Background: an optimization exercise with open tools, aiming at a short achievable clock period and few clock cycles per item. Do not read the settings as production practice.
Only simulation tests tie the RTL to the original design; equivalence was not proved.
Power is estimated from default activity; no workload was simulated.

==> flow/run.sh <==
#!/bin/bash
# synth_recipe.tcl (not shown) runs the flow's synth.tcl, then flattens the netlist and writes it again
# the make line also repeats each setting of config.mk as NAME=value (left out here)
make -C /OpenROAD-flow-scripts/flow DESIGN_CONFIG=/design/flow/config.mk WORK_HOME=/design/flow/orfs CLKGATE_MAP_FILE= SYNTH_SCRIPT=/design/flow/synth_recipe.tcl finish
==> flow/config.mk <==
export PLATFORM = sky130hd
export DESIGN_NAME = tty_fifo_device
export DESIGN_NICKNAME = tty_fifo_device
export VERILOG_FILES = /design/flow/design.v
export SDC_FILE = /design/flow/constraint.sdc
export NUM_CORES = 4
export LEC_CHECK = 0
export ABC_CLOCK_PERIOD_IN_PS = 1500
export CAP_MARGIN = 20
export CORE_MARGIN = 2
export CORE_UTILIZATION = 40
export SETUP_SLACK_MARGIN = 3.3
export SLEW_MARGIN = 20
==> flow/constraint.sdc <==
create_clock -name core_clock -period 5.0 [get_ports {i_clk}]
set_input_delay 1.0000 -clock core_clock [delete_from_list [all_inputs] [get_ports {i_clk}]]
set_output_delay 1.0000 -clock core_clock [all_outputs]
set_load 0.01 [all_outputs]
==> flow/design.v <==
package tfd_pkg;
    localparam int FIFO_DEPTH = 256;
    localparam int RATE_SHIFT = 4;
    localparam int BYTE_W = 8;
    localparam int PTR_W  = $clog2(FIFO_DEPTH);
    localparam int RATE_W = 3;
    localparam int GRP_SIZE = 16;
    localparam int N_GRP    = FIFO_DEPTH / GRP_SIZE;
    localparam logic [BYTE_W-1:0] LIMIT_RESET = 8'd255;
    localparam int RES_W     = 18;
    localparam int RFIFO_AW  = 4;
    localparam int CREDITS   = 12;
    localparam logic [1:0] OP_READ  = 2'd0;
    localparam logic [1:0] OP_WRITE = 2'd1;
    localparam logic [1:0] OP_TICK  = 2'd2;
    localparam logic [1:0] OP_NONE  = 2'd3;
endpackage
module tfd_ram (
    input  logic                                        i_clk,
    input  logic                                        i_wr_en,
    input  logic [tfd_pkg::PTR_W-1:0]                   i_wr_addr,
    input  logic [tfd_pkg::BYTE_W-1:0]                  i_wr_data,
    input  logic                                        i_rd_en,
    input  logic [tfd_pkg::PTR_W-1:0]                   i_rd_addr,
    output logic [tfd_pkg::N_GRP*tfd_pkg::BYTE_W-1:0]   o_part
);
    localparam int D  = tfd_pkg::FIFO_DEPTH;
    localparam int W  = tfd_pkg::BYTE_W;
    localparam int GS = tfd_pkg::GRP_SIZE;
    localparam int NG = tfd_pkg::N_GRP;
    logic [D-1:0]   r_we;
    logic [D-1:0]   r_re;
    logic [W-1:0]   r_wdata;
    logic [D*W-1:0] r_mem;
    logic [NG*W-1:0] part;
    always_ff @(posedge i_clk) begin
        for (int i = 0; i < D; i++) begin
            r_we[i] <= i_wr_en && (i_wr_addr == tfd_pkg::PTR_W'(i));
            r_re[i] <= i_rd_en && (i_rd_addr == tfd_pkg::PTR_W'(i));
        end
        r_wdata <= i_wr_data;
    end
    always_ff @(posedge i_clk) begin
        for (int i = 0; i < D; i++) begin
            if (r_we[i]) r_mem[i*W +: W] <= r_wdata;
        end
    end
    always_comb begin
        part = '0;
        for (int g = 0; g < NG; g++) begin
            for (int j = 0; j < GS; j++) begin
                part[g*W +: W] = part[g*W +: W]
                               | (r_mem[(g*GS+j)*W +: W] & {W{r_re[g*GS+j]}});
            end
        end
    end
    always_ff @(posedge i_clk) begin
        o_part <= part;
    end
endmodule
module tfd_queue (
    input  logic                        i_clk,
    input  logic                        i_rst,        
    input  logic                        i_push,
    input  logic                        i_pop_req,
    input  logic [tfd_pkg::BYTE_W-1:0]  i_data,
    input  logic [tfd_pkg::BYTE_W-1:0]  i_thr0,
    input  logic [tfd_pkg::BYTE_W-1:0]  i_thr1,
    input  logic [tfd_pkg::BYTE_W-1:0]  i_thr2,
    output logic                        o_pop,
    output logic [tfd_pkg::BYTE_W-1:0]  o_count,
    output logic                        o_wr_en,
    output logic [tfd_pkg::PTR_W-1:0]   o_wr_addr,
    output logic [tfd_pkg::BYTE_W-1:0]  o_wr_data,
    output logic                        o_rd_en,
    output logic [tfd_pkg::PTR_W-1:0]   o_rd_addr
);
    logic [tfd_pkg::PTR_W-1:0]  r_head;
    logic [tfd_pkg::PTR_W-1:0]  r_tail;
    logic [tfd_pkg::BYTE_W-1:0] r_count;
    logic                       r_empty;    
    logic                       r_full;     
    logic inc, dec, adv_head;
    assign o_pop    = i_pop_req && !r_empty;
    assign inc      = i_push && !r_full;
    assign dec      = o_pop;
    assign adv_head = (i_push && r_full) || o_pop;
    always_ff @(posedge i_clk) begin
        if (i_rst) begin
            r_head  <= '0;
            r_tail  <= '0;
            r_count <= '0;
            r_empty <= 1'b1;
            r_full  <= 1'b0;
        end else begin
            if (adv_head) r_head <= r_head + 1'b1;
            if (i_push)   r_tail <= r_tail + 1'b1;
            if (inc) begin
                r_count <= r_count + 1'b1;
                r_empty <= 1'b0;
                r_full  <= (r_count >= i_thr2);
            end else if (dec) begin
                r_count <= r_count - 1'b1;
                r_empty <= (r_count == 8'd1);
                r_full  <= (r_count >= i_thr0);
            end else begin
                r_empty <= (r_count == 8'd0);
                r_full  <= (r_count >= i_thr1);
            end
        end
    end
    always_ff @(posedge i_clk) begin
        if (i_rst) begin
            o_wr_en <= 1'b0;
            o_rd_en <= 1'b0;
        end else begin
            o_wr_en <= i_push;
            o_rd_en <= o_pop;
        end
        o_wr_addr <= r_tail;
        o_wr_data <= i_data;
        o_rd_addr <= r_head;
    end
    assign o_count = r_count;
endmodule
module tty_fifo_device (
    input  logic       i_clk,
    input  logic       i_rst_n,
    input  logic       i_cfg_wr_en,
    input  logic [7:0] i_cfg_wr_data,
    input  logic       i_in_valid,
    output logic       o_in_stall,
    input  logic [1:0] i_operation,
    input  logic [7:0] i_address,
    input  logic [7:0] i_write_data,
    input  logic       i_rx_valid,
    input  logic [7:0] i_rx_byte,
    output logic       o_out_valid,
    input  logic       i_out_stall,
    output logic [7:0] o_read_data,
    output logic       o_tx_valid,
    output logic [7:0] o_tx_byte,
    output logic       o_bad_address
);
    localparam int W   = tfd_pkg::BYTE_W;
    localparam int NG  = tfd_pkg::N_GRP;
    localparam int RW  = tfd_pkg::RES_W;
    localparam int FAW = tfd_pkg::RFIFO_AW;
    logic r_rst;
    logic         r_stall;
    logic         r_iv;
    logic [1:0]   r_op;
    logic [W-1:0] r_addr;
    logic [W-1:0] r_wdata;
    logic         r_rxv;
    logic [W-1:0] r_rxb;
    logic         r_cfg_en;
    logic [W-1:0] r_cfg_data;
    always_ff @(posedge i_clk) begin
        r_rst      <= !i_rst_n;
        r_iv       <= i_in_valid && !r_stall && i_rst_n;
        r_op       <= i_operation;
        r_addr     <= i_address;
        r_wdata    <= i_write_data;
        r_rxv      <= i_rx_valid;
        r_rxb      <= i_rx_byte;
        r_cfg_en   <= i_cfg_wr_en;
        r_cfg_data <= i_cfg_wr_data;
    end
    logic [W-1:0] r_thr0, r_thr1, r_thr2;
    always_ff @(posedge i_clk) begin
        if (r_rst) begin
            r_thr0 <= tfd_pkg::LIMIT_RESET;
            r_thr1 <= tfd_pkg::LIMIT_RESET - 8'd1;
            r_thr2 <= tfd_pkg::LIMIT_RESET - 8'd2;
        end else if (r_cfg_en) begin
            r_thr0 <= r_cfg_data;
            r_thr1 <= (r_cfg_data >= 8'd1) ? r_cfg_data - 8'd1 : 8'd0;
            r_thr2 <= (r_cfg_data >= 8'd2) ? r_cfg_data - 8'd2 : 8'd0;
        end
    end
    logic         d_v, d_bad;
    logic         d_rd_ctrl, d_rd_rxc, d_rd_txc, d_rd_data;
    logic         d_wr_ctrl, d_wr_data, d_tick, d_rx_push;
    logic [W-1:0] d_wdata;
    logic [W-1:0] d_rxb;
    logic a_bad, a0, a1, a2, a3;
    assign a_bad = (r_addr[W-1:2] != '0);
    assign a0    = !a_bad && (r_addr[1:0] == 2'd0);
    assign a1    = !a_bad && (r_addr[1:0] == 2'd1);
    assign a2    = !a_bad && (r_addr[1:0] == 2'd2);
    assign a3    = !a_bad && (r_addr[1:0] == 2'd3);
    always_ff @(posedge i_clk) begin
        if (r_rst) begin
            d_v       <= 1'b0;
            d_bad     <= 1'b0;
            d_rd_ctrl <= 1'b0;
            d_rd_rxc  <= 1'b0;
            d_rd_txc  <= 1'b0;
            d_rd_data <= 1'b0;
            d_wr_ctrl <= 1'b0;
            d_wr_data <= 1'b0;
            d_tick    <= 1'b0;
            d_rx_push <= 1'b0;
        end else begin
            d_v       <= r_iv;
            d_bad     <= r_iv && (r_op == tfd_pkg::OP_READ || r_op == tfd_pkg::OP_WRITE) && a_bad;
            d_rd_ctrl <= r_iv && (r_op == tfd_pkg::OP_READ) && a0;
            d_rd_rxc  <= r_iv && (r_op == tfd_pkg::OP_READ) && a1;
            d_rd_txc  <= r_iv && (r_op == tfd_pkg::OP_READ) && a2;
            d_rd_data <= r_iv && (r_op == tfd_pkg::OP_READ) && a3;
            d_wr_ctrl <= r_iv && (r_op == tfd_pkg::OP_WRITE) && a0;
            d_wr_data <= r_iv && (r_op == tfd_pkg::OP_WRITE) && a3;
            d_tick    <= r_iv && (r_op == tfd_pkg::OP_TICK);
            d_rx_push <= r_iv && (r_op == tfd_pkg::OP_TICK) && r_rxv;
        end
        d_wdata <= r_wdata;
        d_rxb   <= r_rxb;
    end
    logic                       r_port_en;
    logic [tfd_pkg::RATE_W-1:0] r_rate;
    logic [W-1:0]               rx_count, tx_count;
    logic                       rx_pop, tx_pop;
    logic                       rx_wr_en, rx_rd_en, tx_wr_en, tx_rd_en;
    logic [tfd_pkg::PTR_W-1:0]  rx_wr_addr, rx_rd_addr, tx_wr_addr, tx_rd_addr;
    logic [W-1:0]               rx_wr_data, tx_wr_data;
    tfd_queue u_rx_queue (
        .i_clk     (i_clk),
        .i_rst     (r_rst),
        .i_push    (d_rx_push),
        .i_pop_req (d_rd_data),
        .i_data    (d_rxb),
        .i_thr0    (r_thr0),
        .i_thr1    (r_thr1),
        .i_thr2    (r_thr2),
        .o_pop     (rx_pop),
        .o_count   (rx_count),
        .o_wr_en   (rx_wr_en),
        .o_wr_addr (rx_wr_addr),
        .o_wr_data (rx_wr_data),
        .o_rd_en   (rx_rd_en),
        .o_rd_addr (rx_rd_addr)
    );
    tfd_queue u_tx_queue (
        .i_clk     (i_clk),
        .i_rst     (r_rst),
        .i_push    (d_wr_data),
        .i_pop_req (d_tick && r_port_en),
        .i_data    (d_wdata),
        .i_thr0    (r_thr0),
        .i_thr1    (r_thr1),
        .i_thr2    (r_thr2),
        .o_pop     (tx_pop),
        .o_count   (tx_count),
        .o_wr_en   (tx_wr_en),
        .o_wr_addr (tx_wr_addr),
        .o_wr_data (tx_wr_data),
        .o_rd_en   (tx_rd_en),
        .o_rd_addr (tx_rd_addr)
    );
    logic         s_v, s_bad, s_txv;
    logic [W-1:0] s_imm;
    always_ff @(posedge i_clk) begin
        if (r_rst) begin
            r_port_en <= 1'b0;
            r_rate    <= '0;
            s_v       <= 1'b0;
        end else begin
            if (d_wr_ctrl) begin
                r_port_en <= d_wdata[0];
                r_rate    <= d_wdata[tfd_pkg::RATE_SHIFT +: tfd_pkg::RATE_W];
            end
            s_v <= d_v;
        end
        s_bad <= d_bad;
        s_txv <= tx_pop;
        s_imm <= ({W{d_rd_ctrl}} & {1'b0, r_rate, 3'b000, r_port_en})
               | ({W{d_rd_rxc}}  & rx_count)
               | ({W{d_rd_txc}}  & tx_count);
    end
    logic [NG*W-1:0] rx_part, tx_part;
    tfd_ram u_rx_ram (
        .i_clk     (i_clk),
        .i_wr_en   (rx_wr_en),
        .i_wr_addr (rx_wr_addr),
        .i_wr_data (rx_wr_data),
        .i_rd_en   (rx_rd_en),
        .i_rd_addr (rx_rd_addr),
        .o_part    (rx_part)
    );
    tfd_ram u_tx_ram (
        .i_clk     (i_clk),
        .i_wr_en   (tx_wr_en),
        .i_wr_addr (tx_wr_addr),
        .i_wr_data (tx_wr_data),
        .i_rd_en   (tx_rd_en),
        .i_rd_addr (tx_rd_addr),
        .o_part    (tx_part)
    );
    logic         p_v, p_bad, p_txv;
    logic [W-1:0] p_imm;
    logic         q_v, q_bad, q_txv;
    logic [W-1:0] q_imm;
    always_ff @(posedge i_clk) begin
        if (r_rst) begin
            p_v <= 1'b0;
            q_v <= 1'b0;
        end else begin
            p_v <= s_v;
            q_v <= p_v;
        end
        p_bad <= s_bad;
        p_txv <= s_txv;
        p_imm <= s_imm;
        q_bad <= p_bad;
        q_txv <= p_txv;
        q_imm <= p_imm;
    end
    logic [W-1:0] rx_byte, tx_byte;
    always_comb begin
        rx_byte = '0;
        tx_byte = '0;
        for (int g = 0; g < NG; g++) begin
            rx_byte = rx_byte | rx_part[g*W +: W];
            tx_byte = tx_byte | tx_part[g*W +: W];
        end
    end
    logic          res_v;
    logic [RW-1:0] res;    
    always_ff @(posedge i_clk) begin
        if (r_rst) res_v <= 1'b0;
        else       res_v <= q_v;
        res <= {q_imm | rx_byte, q_txv, tx_byte, q_bad};
    end
    logic [RW-1:0]  r_fifo [1 << FAW];
    logic [FAW-1:0] r_wp, r_rp;
    logic           fifo_v;
    logic [RW-1:0]  fifo_head;
    assign fifo_v    = (r_wp != r_rp);
    assign fifo_head = r_fifo[r_rp];
    always_ff @(posedge i_clk) begin
        if (res_v) r_fifo[r_wp] <= res;
    end
    logic          r_skid_v;
    logic [RW-1:0] r_skid;
    logic          r_out_v;
    logic [RW-1:0] r_out;
    logic          r_took;
    logic          fifo_pop;
    logic          load_v;
    logic [RW-1:0] load_d;
    assign fifo_pop = !r_skid_v && fifo_v;
    assign load_v   = r_skid_v || fifo_v;
    assign load_d   = r_skid_v ? r_skid : fifo_head;
    always_ff @(posedge i_clk) begin
        if (r_rst) begin
            r_wp <= '0;
            r_rp <= '0;
        end else begin
            if (res_v)    r_wp <= r_wp + 1'b1;
            if (fifo_pop) r_rp <= r_rp + 1'b1;
        end
    end
    always_ff @(posedge i_clk) begin
        r_out_v  <= i_rst_n && (i_out_stall ? (r_out_v || load_v) : load_v);
        r_out    <= i_out_stall ? (r_out_v ? r_out : load_d) : load_d;
        r_skid_v <= !r_rst && i_out_stall && r_out_v && load_v;
        r_skid   <= r_skid_v ? r_skid : fifo_head;
        r_took   <= r_out_v && !i_out_stall;
    end
    logic [FAW:0] r_used;
    always_ff @(posedge i_clk) begin
        if (r_rst) r_used <= '0;
        else       r_used <= r_used + (FAW+1)'(r_iv) - (FAW+1)'(r_took);
        r_stall <= i_rst_n
                && ((r_used + (FAW+1)'(r_iv) + (FAW+1)'(!r_stall) + 1'b1)
                    > (FAW+1)'(tfd_pkg::CREDITS));
    end
    assign o_in_stall    = r_stall;
    assign o_out_valid   = r_out_v;
    assign o_read_data   = r_out[RW-1 -: W];
    assign o_tx_valid    = r_out[W+1];
    assign o_tx_byte     = r_out[W:1];
    assign o_bad_address = r_out[0];
endmodule
==> summary.md <==
| Metric | Value |
|---|---|
| Status | `timing/DRC/antenna clean` |
| Root buffer cell | `clkbuf_16` |
| First-pass GRT wire length | `793 mm` |
| CTS clk-pin slew, worst paths | `60 ps` |
| ANT nets after route | `0` |
| Total CTS buffers | `586` |
| Syn Nets | `11200` |
| Rel. slew slack | `0.165` |
| Routed via count | `107000` |
| RSZ-0062 raised after global routing | `true` |
| Post-DP HPWL | `347 mm` |
| MaxCap Viol Count | `0` |
| FF-to-FF Start | `u_rx_ram.o_part[78]$_DFF_P_` |
| Final min period | `2770 ps` |
| Main synth FF type | `edfxtp_1` |
| Hold_sp | `q_bad$_DFF_P_` |
| Final setup viols | `0` |
| Final worst path period share | `0.554` |
| Commonest non-fill, non-tap cells in the layout | `4402 x edfxtp_1, 1494 x dfxtp_1, 1094 x nor2_1` |
| Gpl congestion | `0.876` |
| Yosys warns | `3` |
| Core Rows | `258` |
| First drt pass iteration count | `8` |
| Power per Cell Area | `435 nW/um2` |
| P_sw | `20.3 mW` |
| Yosys top cell area share | `0.669` |
| Crit Path Category | `reg2out` |
| Clock power share | `0.444` |
| Switching fraction of total power | `0.203` |
| Initial core utilization | `0.401` |
| Clock Path Buffers | `4` |
| Detailed-route wire length per cell | `31.0 um` |
| Yosys cell types | `58` |
| Critical-path top delay cell | `edfxtp_1` |
| CTS tree | `done` |
| Mapped cell area | `198000 um2` |
| Delay-heaviest family, CP | `flip-flops` |
| Fin area | `229000 um2` |
| Setup Total Neg Slack | `0 ps` |
| Post-synth EDFFs | `4402` |
| Worst path max stage delay | `510 ps` |
| Layout cells sized above 1 | `0.145` |
| Worst path bufs/invs | `1` |
| H-Tree Depth | `6` |
| CP Launch Type | `register` |
| Avg Cell Area, Syn | `17.9 um2` |
| Final Hold Vio Count | `0` |
| Critical Path Fanout Max | `1` |
| CP arrival | `1770 ps` |
| Final WL | `567 mm` |
| Met1 wire length | `224 mm` |
| Die Area | `500000 um2` |
| HP Class | `reg2reg` |
| Sequential area share after synthesis | `0.829` |
| Max IR drop VDD | `0.380 mV` |
| CTS Hold Bufs | `0` |
| Clock latency (worst-skew pair) | `1080 ps` |
| Placed Instance Area | `205000 um2` |
| GRT Util Overall | `0.219` |
| Initial antenna violation count | `33` |
| DRT iter0 DRCs | `14700` |
| Comb pwr share | `0.019` |
| Detail Route met3 WL | `48.2 mm` |
| Slew @ Worst Pin | `1240 ps` |
| I/O Buffers | `59` |
| DRC Markers | `0` |
| Layout Skew | `106 ps` |
| Area Overhead vs Synth | `16.0%` |
| Die X | `707 um` |
| Fin. max-slew vios | `0` |
| Synth async-reset ratio | `0` |
| Seq cells post-synth | `5985` |
| Total gr overflow | `0` |
| Pint | `79.5 mW` |
| Fmax | `0.361 GHz` |
| Vias in the first global route | `104000` |
| Syn Inst Count | `11000` |
| Leading post-synthesis cells by cell area | `edfxtp_1 67%, dfxtp_1 16%, a22o_1 4.6%` |
| Nets | `11400` |
| Worst Path Required | `4000 ps` |
| Core footprint | `493000 um2` |
| Vias per cell | `5.88` |
| Die H | `707 um` |
| Leakage | `73.7 nW` |
| Most common cell after layout, fill and taps aside | `edfxtp_1` |
| Setup crit end kind | `output pin` |
| Pin count of the biggest net entering global routing | `159` |
| Flop pwr share | `0.536` |
| Critical path cell sequence | `buf_6` |
| Highest routed layer | `met5` |
| Met2 WL | `275 mm` |
| Dominant cell type by area after synthesis | `edfxtp_1` |
| Crit path from | `r_out[9]$_DFFE_PP_` |
| Clk sink count | `5985` |
| Top-level port count | `60` |
## final timing paths
check	depth (start not counted)	slack (ps)	to
worst max register to register	4	2980	res[16]$_DFF_P_
worst min-delay path	0	320	res[0]$_DFF_P_
worst max-delay path	1	2230	o_tx_valid
worst min register to register	0	320	res[0]$_DFF_P_
## synthesized netlist by cell type, types with 3 or more instances
library cell / count
a211oi_1: 23
a21o_1: 4
a21oi_1: 32
a221oi_1: 1025
a222oi_1: 4
a22o_1: 1028
and2_1: 21
and3_1: 14
and3b_1: 7
buf_1: 33
buf_2: 11
buf_4: 7
buf_6: 4
clkbuf_1: 637
clkbuf_2: 8
dfxtp_1: 1583
edfxtp_1: 4402
ha_1: 76
inv_1: 44
mux2i_1: 11
mux4_2: 72
nand2_1: 137
nand2b_1: 17
nand3_1: 72
nand3b_1: 9
nand4_1: 298
nor2_1: 1114
nor2b_1: 72
nor3_1: 48
nor3b_1: 8
nor4_1: 59
o2111ai_1: 3
o211ai_1: 7
o21ai_0: 18
o221ai_1: 13
o22ai_1: 19
or3_1: 9
or4_1: 9
xnor2_1: 27
xor2_1: 33
## through the flow
step                      hold slack [ps]   util  setup WS [ps]  cells  total power [mW]
final                                 317  0.465           2230  18300              99.8
after global routing                  326  0.465           2150  18300               102
after CTS                             295  0.463           2080  18200               100
after detailed placement              312  0.417           2260  17000              56.0
after global placement                313  0.416           1260  17000              56.0
after floorplan                       309      -           3260  11000              55.3
## what timing repair did
action | 4_1_cts | 5_1_grt
pin swaps | 73 | 36
gates cloned | 8 | 1
endpoints found under the setup margin | 2856 | 889
gates resized for setup | 600 | 154
setup buffers | 76 | 27
## routing by layer
metal	global-route usage	up-vias
li1	-	44700
met1	0.296	56100
met2	0.362	5673
met3	0.0363	925
met4	0.0702	10
met5	0	-
## sequential cells by signal, indices dropped and copies added (netlist names), 128 cells and up, named ones only
register,flops
u_rx_ram.o_part,128
r_fifo,288
u_tx_ram.o_part,128
u_tx_ram.r_re,256
u_rx_ram.r_we,256
u_rx_ram.r_re,256
u_tx_ram.r_we,256
u_tx_ram.r_mem,2048
u_rx_ram.r_mem,2048
## power by group through the flow
stage / logic, mW / clock network (mW) / registers (mW)
6_report: 1.92 / 44.4 / 53.5
5_1_grt: 2.04 / 46.8 / 53.5
4_1_cts: 1.85 / 44.8 / 53.5
3_5_place_dp: 1.28 / 0 / 54.7
3_3_place_gp: 1.24 / 0 / 54.7
2_1_floorplan: 0.596 / 0 / 54.7
## area by class of cell
| class | count | area [um2] |
|---|---|---|
| diodes | 16 | 40.0 |
| well taps | 6500 | 8130 |
| clock buffers | 843 | 16900 |
| multi-input cells | 4313 | 33300 |
| inverters | 45 | 190 |
| clock inverters | 251 | 2850 |
| fillers | 40400 | 264000 |
| flip-flops and latches | 5985 | 164000 |
| repair buffers | 316 | 3830 |
## kinds of logic (layout without fill, tap and decap cells)
group / Yosys count / count (layout) / share of synthesized area
AOI/OAI and AO/OA: 2194 / 2194 / 0.0960
xor gates and xnor gates: 60 / 60 / 0.00266
adders and majority gates: 77 / 77 / 0.00486
buffers and inverters: 745 / 1455 / 0.0146
DFF: 5985 / 5985 / 0.829
muxes: 83 / 83 / 0.00876
other: 0 / 16 / 0
and+or+nand+nor: 1899 / 1899 / 0.0439
Testbench counts, summed over its fixed seeds: cycles 24,192, items 24,000.

## afterwards: timing with drivers on the ports
The results above use ideal ports. As a check the final layout listed here was re-extracted and re-timed, cells and wires unchanged.
Step 1, drivers: a clkbuf_16 drives i_clk and a buf_2 each remaining input, both assumed.
Step 2 moves the port delays by t, midway between the first and last clock arrival at a register: inputs arrive t later, outputs are due t later. That takes back most of the time a late clock gives input paths.
a / b / c = ideal / step 1 / step 2; a / b = the first two.
t (ns): 1.150
setup slack, ns: 2.231 / 2.115 / 2.701
worst setup path after step 2: input to register
latest minus earliest clock arrival (ns): 0.110 / 0.110
slew at the worst register clock pin (ns): 0.07 / 0.07
After both steps setup and hold are still met in this run. The setup slack of this run moves by -0.116 ns with the drivers and by +0.470 ns with both steps.
